Context: an optimization exercise on an open-source flow, tuned for small area. The choices shown serve that exercise and are no tape-out recipe. RTL that was checked went through simulation tests only; none was proved equivalent to the original. Power is estimated from default activity; no workload was simulated.

==> flow/design.v <==
`timescale 1ns / 1ps
package sdaq_pkg;
   localparam int QUEUE_DEPTH_DEF = 16;
   localparam int TIME_WIDTH_DEF  = 32;
   localparam int ID_W      = 8;
   localparam int DUR_W     = 16;
   localparam int NOW_W     = 32;
   localparam int TPU_W     = 10;
   localparam int PROD_W    = DUR_W + TPU_W;
   localparam int CNT_OUT_W = 5;
   localparam logic [TPU_W-1:0] TPU_RESET = TPU_W'(100);
   localparam int CSR_ADDR_W = 3;
   localparam int CSR_DATA_W = 32;
   localparam logic [0:0] REG_TICKS_PER_UNIT = 1'b0;
   localparam logic OP_SLEEP = 1'b0;
   localparam logic OP_CHECK = 1'b1;
   localparam logic STATUS_OK   = 1'b0;
   localparam logic STATUS_FULL = 1'b1;
   typedef struct packed {
      logic             operation;
      logic [ID_W-1:0]  waiter_id;
      logic [DUR_W-1:0] duration;
      logic [NOW_W-1:0] now;
   } req_type;
   typedef struct packed {
      logic                 woke;
      logic [ID_W-1:0]      woken_id;
      logic                 last;
      logic                 status;
      logic [CNT_OUT_W-1:0] waiting_count;
   } rsp_type;
   typedef enum logic [3:0] {
      S_IDLE,
      S_MUL,
      S_ADD,
      S_SCAN_RD,
      S_SCAN_CMP,
      S_SHIFT_RD,
      S_SHIFT_WR,
      S_INSERT,
      S_CHK_RD,
      S_CHK_CMP,
      S_REPLY
   } state_type;
endpackage
`timescale 1ns / 1ps
module sdaq_ram #(
   parameter int WIDTH = 8,
   parameter int DEPTH = 16
) (
   input  logic                     clock,
   input  logic                     we,
   input  logic [$clog2(DEPTH)-1:0] waddr,
   input  logic [WIDTH-1:0]         wdata,
   input  logic [$clog2(DEPTH)-1:0] raddr,
   output logic [WIDTH-1:0]         rdata
);
   logic [WIDTH-1:0] mem [DEPTH];
   logic [WIDTH-1:0] rdata_ff;
   always_ff @(posedge clock) begin
      if (we) begin
         mem[waddr] <= wdata;
      end
      rdata_ff <= mem[raddr];
   end
   assign rdata = rdata_ff;
endmodule
`timescale 1ns / 1ps
import sdaq_pkg::*;
module sorted_deadline_alarm_queue #(
   parameter int QUEUE_DEPTH = QUEUE_DEPTH_DEF,
   parameter int TIME_WIDTH  = TIME_WIDTH_DEF
) (
   input  logic                  clock,
   input  logic                  reset,
   input  logic                  req_valid,
   output logic                  req_stall,
   input  sdaq_pkg::req_type     req_data,
   output logic                  rsp_valid,
   input  logic                  rsp_stall,
   output sdaq_pkg::rsp_type     rsp_data,
   input  logic                  psel,
   input  logic                  penable,
   input  logic                  pwrite,
   input  logic [CSR_ADDR_W-1:0] paddr,
   input  logic [CSR_DATA_W-1:0] pwdata,
   output logic [CSR_DATA_W-1:0] prdata,
   output logic                  pready
);
   localparam int ENT_W = TIME_WIDTH + ID_W;    
   localparam int W     = 4;                    
   localparam int L     = ENT_W / W;            
   localparam int DLC   = TIME_WIDTH / W;       
   localparam int CW    = $clog2(L);
   localparam int NR    = 15;                   
   localparam logic [2:0] S_IDLE = 3'd0;
   localparam logic [2:0] S_DROP = 3'd1;
   localparam logic [2:0] S_CALC = 3'd2;
   localparam logic [2:0] S_SCAN = 3'd3;
   localparam logic [2:0] S_POP  = 3'd4;
   logic [TPU_W-1:0] tpu_ff;
   logic             csr_wr;
   logic             csr_hit;
   assign pready  = 1'b1;
   assign csr_hit = (paddr[CSR_ADDR_W-1:2] == REG_TICKS_PER_UNIT);
   assign csr_wr  = psel && penable && pwrite;
   assign prdata  = csr_hit ? CSR_DATA_W'(tpu_ff) : '0;
   always_ff @(posedge clock) begin
      if (reset) begin
         tpu_ff <= TPU_RESET;
      end else if (csr_wr && csr_hit) begin
         tpu_ff <= pwdata[TPU_W-1:0];
      end
   end
   logic [2:0]      state_ff;
   logic [CW-1:0]   c_ff;         
   logic [3:0]      q_ff;         
   logic [4:0]      n_ff;         
   logic [4:0]      i_ff;         
   logic            rsp_valid_ff;
   logic            woke_ff, last_ff, status_ff;
   logic [ID_W-1:0] id_ff;
   logic            c_last, op, inloop;
   assign c_last = (c_ff == CW'(L - 1));
   assign op     = req_data.operation;
   assign inloop = !((state_ff == S_CALC) || ((state_ff == S_SCAN) && !op));
   logic [W*NR*L-1:0] ring_ff;
   logic [W*L-1:0]    s_ff;
   logic [W-1:0]      x, tap, s_out, y, s_in;
   assign x     = ring_ff[W-1:0];
   assign tap   = ring_ff[W*L +: W];
   assign s_out = s_ff[W-1:0];
   always_ff @(posedge clock) begin
      ring_ff <= {y, ring_ff[W*NR*L-1:W]};
      s_ff    <= {s_in, s_ff[W*L-1:W]};
   end
   logic f1_ff, f2_ff;    
   logic [W*L-1:0] dur_v, new_v;
   logic [W-1:0]   a, b, sum, new_lane;
   logic           cy_in, cy_out;
   logic           pass_now, first, rbit;
   assign dur_v    = (W*L)'(req_data.duration);
   assign new_v    = {req_data.waiter_id, req_data.now};
   assign new_lane = new_v[W*c_ff +: W];
   assign pass_now = i_ff[4];
   assign first    = (i_ff == 5'd6);
   assign rbit     = tpu_ff[~i_ff[3:0]];
   always_comb begin
      if (first) begin
         a = '0;
      end else if (pass_now) begin
         a = s_out;
      end else begin
         a = {s_out[W-2:0], (c_ff == '0) ? 1'b0 : f2_ff};
      end
      if (pass_now) begin
         b = new_lane;
      end else begin
         b = rbit ? dur_v[W*c_ff +: W] : '0;
      end
      cy_in = (c_ff == '0) ? 1'b0 : f1_ff;
      {cy_out, sum} = {1'b0, a} + {1'b0, b} + (W+1)'(cy_in);
      if (pass_now && (c_ff >= CW'(DLC))) begin
         sum = b;
      end
   end
   logic [W-1:0] cmp_v, diff;
   logic         bw_in, bw_out, nz, later_ff;
   assign cmp_v = op ? new_lane : s_out;
   always_comb begin
      bw_in = (c_ff == '0) ? 1'b0 : f1_ff;
      {bw_out, diff} = {1'b0, tap} - {1'b0, cmp_v} - (W+1)'(bw_in);
      nz = ((c_ff == '0) ? 1'b0 : f2_ff) | (|diff);
   end
   always_ff @(posedge clock) begin
      f1_ff <= (state_ff == S_CALC) ? cy_out : bw_out;
      f2_ff <= (state_ff == S_CALC) ? s_out[W-1] : nz;
      if (c_ff == CW'(DLC - 1)) begin
         later_ff <= nz && !diff[W-1];
      end
   end
   assign y    = inloop ? s_out : x;
   assign s_in = (state_ff == S_CALC) ? sum :
                 inloop               ? x   : s_out;
   logic pop_go, scan_eval, scan_done, accept;
   assign pop_go    = (state_ff == S_POP) && (q_ff == 4'd0) && !rsp_valid_ff;
   assign scan_eval = (i_ff != '0) || (q_ff == (inloop ? 4'd15 : 4'd14));
   assign scan_done = (i_ff == n_ff) || later_ff;
   always_comb begin
      accept = 1'b0;
      case (state_ff)
         S_IDLE: accept = !rsp_valid_ff && !op && (n_ff == 5'd16);
         S_SCAN: accept = c_last && scan_eval && scan_done;
         default: accept = 1'b0;
      endcase
   end
   assign req_stall = !accept;
   always_ff @(posedge clock) begin
      if (pop_go && c_last) begin
         id_ff <= {x, s_ff[W*L-1 -: W]};
      end
   end
   always_ff @(posedge clock) begin
      if (reset) begin
         state_ff     <= S_IDLE;
         c_ff         <= '0;
         q_ff         <= '0;
         n_ff         <= '0;
         rsp_valid_ff <= 1'b0;
      end else begin
         c_ff <= c_last ? '0 : c_ff + 1'b1;
         if (c_last) begin
            if (!inloop) begin
               q_ff <= (q_ff == 4'd14) ? 4'd0 : q_ff + 1'b1;
            end else begin
               q_ff <= q_ff + 1'b1;
            end
         end
         if (rsp_valid_ff && !rsp_stall) begin
            rsp_valid_ff <= 1'b0;
         end
         case (state_ff)
            S_IDLE: begin
               if (req_valid && !rsp_valid_ff) begin
                  if (accept) begin
                     rsp_valid_ff <= 1'b1;
                     woke_ff      <= 1'b0;
                     last_ff      <= 1'b1;
                     status_ff    <= STATUS_FULL;
                  end else begin
                     state_ff <= op ? S_SCAN : S_DROP;
                     i_ff     <= '0;
                  end
               end
            end
            S_DROP: begin
               if (c_last && (q_ff == n_ff[3:0])) begin
                  state_ff <= S_CALC;
                  i_ff     <= 5'd6;
                  q_ff     <= (q_ff == 4'd15) ? 4'd0 : q_ff;
               end
            end
            S_CALC: begin
               if (c_last) begin
                  if (pass_now) begin
                     state_ff <= S_SCAN;
                     i_ff     <= '0;
                  end else begin
                     i_ff <= i_ff + 1'b1;
                  end
               end
            end
            S_SCAN: begin
               if (c_last && scan_eval) begin
                  if (scan_done) begin
                     if (!op) begin
                        state_ff     <= S_IDLE;
                        q_ff         <= i_ff[3:0] + 1'b1;
                        n_ff         <= n_ff + 1'b1;
                        rsp_valid_ff <= 1'b1;
                        woke_ff      <= 1'b0;
                        last_ff      <= 1'b1;
                        status_ff    <= STATUS_OK;
                     end else if (i_ff == '0) begin
                        state_ff     <= S_IDLE;
                        rsp_valid_ff <= 1'b1;
                        woke_ff      <= 1'b0;
                        last_ff      <= 1'b1;
                        status_ff    <= STATUS_OK;
                     end else begin
                        state_ff <= S_POP;
                     end
                  end else begin
                     i_ff <= i_ff + 1'b1;
                  end
               end
            end
            S_POP: begin
               if (pop_go && c_last) begin
                  rsp_valid_ff <= 1'b1;
                  woke_ff      <= 1'b1;
                  last_ff      <= (i_ff == 5'd1);
                  status_ff    <= STATUS_OK;
                  n_ff         <= n_ff - 1'b1;
                  q_ff         <= q_ff;    
                  i_ff         <= i_ff - 1'b1;
                  if (i_ff == 5'd1) begin
                     state_ff <= S_IDLE;
                  end
               end
            end
            default: begin
               state_ff <= S_IDLE;
            end
         endcase
      end
   end
   assign rsp_valid              = rsp_valid_ff;
   assign rsp_data.woke          = woke_ff;
   assign rsp_data.woken_id      = woke_ff ? id_ff : '0;
   assign rsp_data.last          = last_ff;
   assign rsp_data.status        = status_ff;
   assign rsp_data.waiting_count = n_ff;
endmodule
Settings: LEC_CHECK=0, ABC_AREA=1, CAP_MARGIN=20, CORE_MARGIN=2, CORE_UTILIZATION=40, CTS_BUF_LIST=sky130_fd_sc_hd__clkbuf_8, CTS_CLUSTER_DIAMETER=60, CTS_CLUSTER_SIZE=20, SLEW_MARGIN=20; clock period 10.0 ns.
standard.sh (not shown) runs the stock make flow with config.mk's settings and CLKGATE_MAP_FILE= SYNTH_SCRIPT=/design/flow/synth_recipe.tcl, a recipe that flattens the netlist after the stock synthesis.
==> flow/flow/run.sh <==
#!/bin/bash
# The standard layout (the standard.sh: ORFS from synthesis to the
# final layout), with the port buffers made of the smallest buffer cell,
# clock tree synthesis without dummy loads, and the resizer's power recovery
# (downsizing off the critical paths) after global routing.
set -e
export BUFFER_PORTS_ARGS="-buffer_cell sky130_fd_sc_hd__buf_1"
export RECOVER_POWER=100
export SKIP_REPAIR_TIE_FANOUT=1
export CTS_ARGS="-sink_clustering_enable -repair_clock_nets -buf_list sky130_fd_sc_hd__clkbuf_8 -sink_clustering_size 20 -sink_clustering_max_diameter 60 -dont_use_dummy_load"
bash standard.sh > standard.log 2>&1
The baseline finished but fails on max-capacitance violations, max-slew violations.
==> next run, changes <==
--- a/flow/design.v
+++ b/flow/design.v
@@ -133,11 +133,11 @@
    always_ff @(posedge clock) begin
       ring_ff <= {y, ring_ff[W*NR*L-1:W]};
       s_ff    <= {s_in, s_ff[W*L-1:W]};
    end
-   logic f1_ff, f2_ff;    
    logic [W*L-1:0] dur_v, new_v;
    logic [W-1:0]   a, b, sum, new_lane;
+   logic           dbl_ff, cy_ff;
    logic           cy_in, cy_out;
    logic           pass_now, first, rbit;
    assign dur_v    = (W*L)'(req_data.duration);
    assign new_v    = {req_data.waiter_id, req_data.now};
@@ -150,32 +150,36 @@
          a = '0;
       end else if (pass_now) begin
          a = s_out;
       end else begin
-         a = {s_out[W-2:0], (c_ff == '0) ? 1'b0 : f2_ff};
+         a = {s_out[W-2:0], (c_ff == '0) ? 1'b0 : dbl_ff};
       end
       if (pass_now) begin
          b = new_lane;
       end else begin
          b = rbit ? dur_v[W*c_ff +: W] : '0;
       end
-      cy_in = (c_ff == '0) ? 1'b0 : f1_ff;
+      cy_in = (c_ff == '0) ? 1'b0 : cy_ff;
       {cy_out, sum} = {1'b0, a} + {1'b0, b} + (W+1)'(cy_in);
       if (pass_now && (c_ff >= CW'(DLC))) begin
          sum = b;
       end
    end
+   always_ff @(posedge clock) begin
+      dbl_ff <= s_out[W-1];
+      cy_ff  <= cy_out;
+   end
    logic [W-1:0] cmp_v, diff;
-   logic         bw_in, bw_out, nz, later_ff;
+   logic         bw_in, bw_out, bw_ff, nz, nz_ff, later_ff;
    assign cmp_v = op ? new_lane : s_out;
    always_comb begin
-      bw_in = (c_ff == '0) ? 1'b0 : f1_ff;
+      bw_in = (c_ff == '0) ? 1'b0 : bw_ff;
       {bw_out, diff} = {1'b0, tap} - {1'b0, cmp_v} - (W+1)'(bw_in);
-      nz = ((c_ff == '0) ? 1'b0 : f2_ff) | (|diff);
+      nz = ((c_ff == '0) ? 1'b0 : nz_ff) | (|diff);
    end
    always_ff @(posedge clock) begin
-      f1_ff <= (state_ff == S_CALC) ? cy_out : bw_out;
-      f2_ff <= (state_ff == S_CALC) ? s_out[W-1] : nz;
+      bw_ff <= bw_out;
+      nz_ff <= nz;
       if (c_ff == CW'(DLC - 1)) begin
          later_ff <= nz && !diff[W-1];
       end
    end
@@ -226,9 +230,9 @@
                      rsp_valid_ff <= 1'b1;
                      woke_ff      <= 1'b0;
                      last_ff      <= 1'b1;
                      status_ff    <= STATUS_FULL;
-                  end else begin
+                  end else if (c_last) begin
                      state_ff <= op ? S_SCAN : S_DROP;
                      i_ff     <= '0;
                   end
                end
Effect: Now the flow completed without violations. Global-route usage decreases by 0.37 points. Clock power hardly moves. Worst hold slack loses 0.0033 ns. Cell area increases by 0.37%. Routed wire length decreases by 4.2%. Clock skew decreases by 0.0093 ns. First-iteration DRC count increases by 6.7%. Power decreases by 9.9%.
No functional check of the RTL was part of any run of this note.

---

sorted_deadline_alarm_queue, a different RTL version from the one above (not shown whole).
Size in the first run: ~680 flip-flops, about 150 I/O pins, ~0.016 mm² of cells after synthesis.
export LEC_CHECK = 0
export ABC_AREA = 1
export CAP_MARGIN = 20
export CORE_MARGIN = 2
export CORE_UTILIZATION = 40
export CTS_BUF_LIST = sky130_fd_sc_hd__clkbuf_8
export CTS_CLUSTER_DIAMETER = 60
export CTS_CLUSTER_SIZE = 20
export SLEW_MARGIN = 20
create_clock -name core_clock -period 10.0 [get_ports {clock}]
==> flow/flow/run.sh <==
#!/bin/bash
# The standard layout (the standard.sh: ORFS from synthesis to the
# final layout) with three changes: the port buffers are made of the
# smallest buffer cell, clock tree synthesis inserts no dummy loads, and the
# constant outputs share the single tie cell synthesis made.
set -e
export BUFFER_PORTS_ARGS="-buffer_cell sky130_fd_sc_hd__buf_1"
export SKIP_REPAIR_TIE_FANOUT=1
export CTS_ARGS="-sink_clustering_enable -repair_clock_nets -buf_list sky130_fd_sc_hd__clkbuf_8 -sink_clustering_size 20 -sink_clustering_max_diameter 60 -dont_use_dummy_load"
bash standard.sh > standard.log 2>&1
Next try:
--- a/flow/design.v
+++ b/flow/design.v
@@ -133,63 +133,62 @@
    assign tap   = ring_ff[W*L +: W];
    assign s_out = s_ff[W-1:0];
    always_ff @(posedge clock) begin
       ring_ff <= {y, ring_ff[W*NR*L-1:W]};
       s_ff    <= {s_in, s_ff[W*L-1:W]};
    end
    logic f1_ff, f2_ff;
    logic [W*L-1:0] dur_v, new_v;
    logic [W-1:0]   a, b, sum, new_lane;
    logic           cy_in, cy_out;
-   logic           calc, c0, pass_now, first, idc, rbit;
+   logic           calc, c0, pass_now, first, rbit;
    assign calc     = (state_ff == S_CALC);
    assign c0       = (c_ff == '0);
    assign dur_v    = (W*L)'(req_data.duration);
    assign new_v    = {req_data.waiter_id, req_data.now};
    assign new_lane = c_ff[3] ? (c_ff[0] ? new_v[39:36] : new_v[35:32])
                              : new_v[W*c_ff[2:0] +: W];
    assign pass_now = i_ff[4];
    assign first    = (i_ff == 5'd6);
    assign rbit     = tpu_ff[~i_ff[3:0]];
-   assign idc      = calc && pass_now && c_ff[3];
    always_comb begin
       if (!calc) begin
          a = tap;
          b = ~(op ? new_lane : s_out);
       end else begin
-         if (first || idc) begin
+         if (first) begin
             a = '0;
          end else if (pass_now) begin
             a = s_out;
          end else begin
             a = {s_out[W-2:0], c0 ? 1'b0 : f2_ff};
          end
          if (pass_now) begin
             b = new_lane;
          end else begin
             b = (rbit && !c_ff[3] && !c_ff[2]) ? dur_v[W*c_ff[1:0] +: W] : '0;
          end
       end
-      cy_in = (c0 || idc) ? !calc : f1_ff;
+      cy_in = c0 ? !calc : f1_ff;
       {cy_out, sum} = {1'b0, a} + {1'b0, b} + (W+1)'(cy_in);
    end
    logic nz, later, cmp_end;
    assign cmp_end = (c_ff[2:0] == 3'd7);
    assign nz      = (c0 ? 1'b0 : f2_ff) | (|sum);
    assign later   = nz && !sum[W-1];
    always_ff @(posedge clock) begin
       f1_ff <= cy_out;
       f2_ff <= calc ? s_out[W-1] : nz;
    end
    assign y    = inloop ? s_out : x;
-   assign s_in = calc   ? sum :
-                 inloop ? x   : s_out;
+   assign s_in = calc     ? ((pass_now && c_ff[3]) ? b : sum) :    
+                 inloop   ? x : s_out;
    logic pop_go, scan_eval, scan_done, accept;
    assign pop_go    = (state_ff == S_POP) && (q_ff == 4'd0) && !rsp_valid_ff;
    assign scan_eval = (i_ff != '0) || (q_ff == (inloop ? 4'd15 : 4'd14));
    assign scan_done = (i_ff == n_ff) || later;
    logic [3:0] q_inc;
    logic [4:0] i_step, n_step;
    logic       down;
    assign down   = (state_ff == S_POP);
    assign q_inc  = ((state_ff == S_INS) ? i_ff[3:0] : q_ff) + 1'b1;
    assign i_step = i_ff + {{4{down}}, 1'b1};
@@ -229,21 +228,21 @@
          n_ff         <= '0;
          rsp_valid_ff <= 1'b0;
       end else begin
          c_ff         <= c_last ? '0 : c_ff + 1'b1;
          rsp_valid_ff <= emit || (rsp_valid_ff && rsp_stall);
          if (c_last) begin
             q_ff <= q_inc;
          end
          case (state_ff)
             S_IDLE: begin
-               if (req_valid && !rsp_valid_ff && !accept && c_last) begin
+               if (req_valid && !rsp_valid_ff && !accept) begin
                   state_ff <= op ? S_SCAN : S_DROP;
                   i_ff     <= '0;
                end
             end
             S_DROP: begin
                if (c_last && (q_ff == 4'd15)) begin
                   state_ff <= S_CALC;
                   i_ff     <= 5'd6;
                end
             end
What happened:
- The new run ran to the end with no violations
- global-route usage is about the same
- final area is higher by 0.40%
- setup slack gets better by 220 ps
- worst hold slack loses 38 ps
- power is higher by 3.7%
Only the layout flow was run in the second run of this note; the RTL was not checked for function there.

-- re-timing with driven ports --
The flow's constraints put no driver on any port. The routed layouts listed below were extracted and timed again, unchanged, in two steps.
Step 1 sets driving cells, clkbuf_16 on the clock port and buf_2 on the other inputs (assumed; they add their load-dependent delay and slew).
Step 2 times the ports against the registers' clock, not the clock port: input delays grow and output delays shrink by t, the midpoint of the rising clock arrivals with the driver on.
Slacks: ideal / step 1 / step 2; pairs: ideal / step 1.
run	t (ns)	slack for setup (ns)	worst setup path after step 2	worst data-port slew with drivers (ns)	pins driven straight from the clock port
the first run of note 1	0.596	4.114 / 4.042 / 4.042	input to output	0.07	1
the second run of note 1	0.606	3.960 / 3.936 / 3.936	input to output	0.04	1
the first run of note 2	0.601	3.130 / 3.106 / 3.106	input to output	0.04	1
the second run of note 2	0.599	3.352 / 3.325 / 3.325	input to output	0.04	1
For the first run of note 1, which loses most, drivers alone change the setup slack by -0.072 ns; drivers and shift together by -0.072 ns.
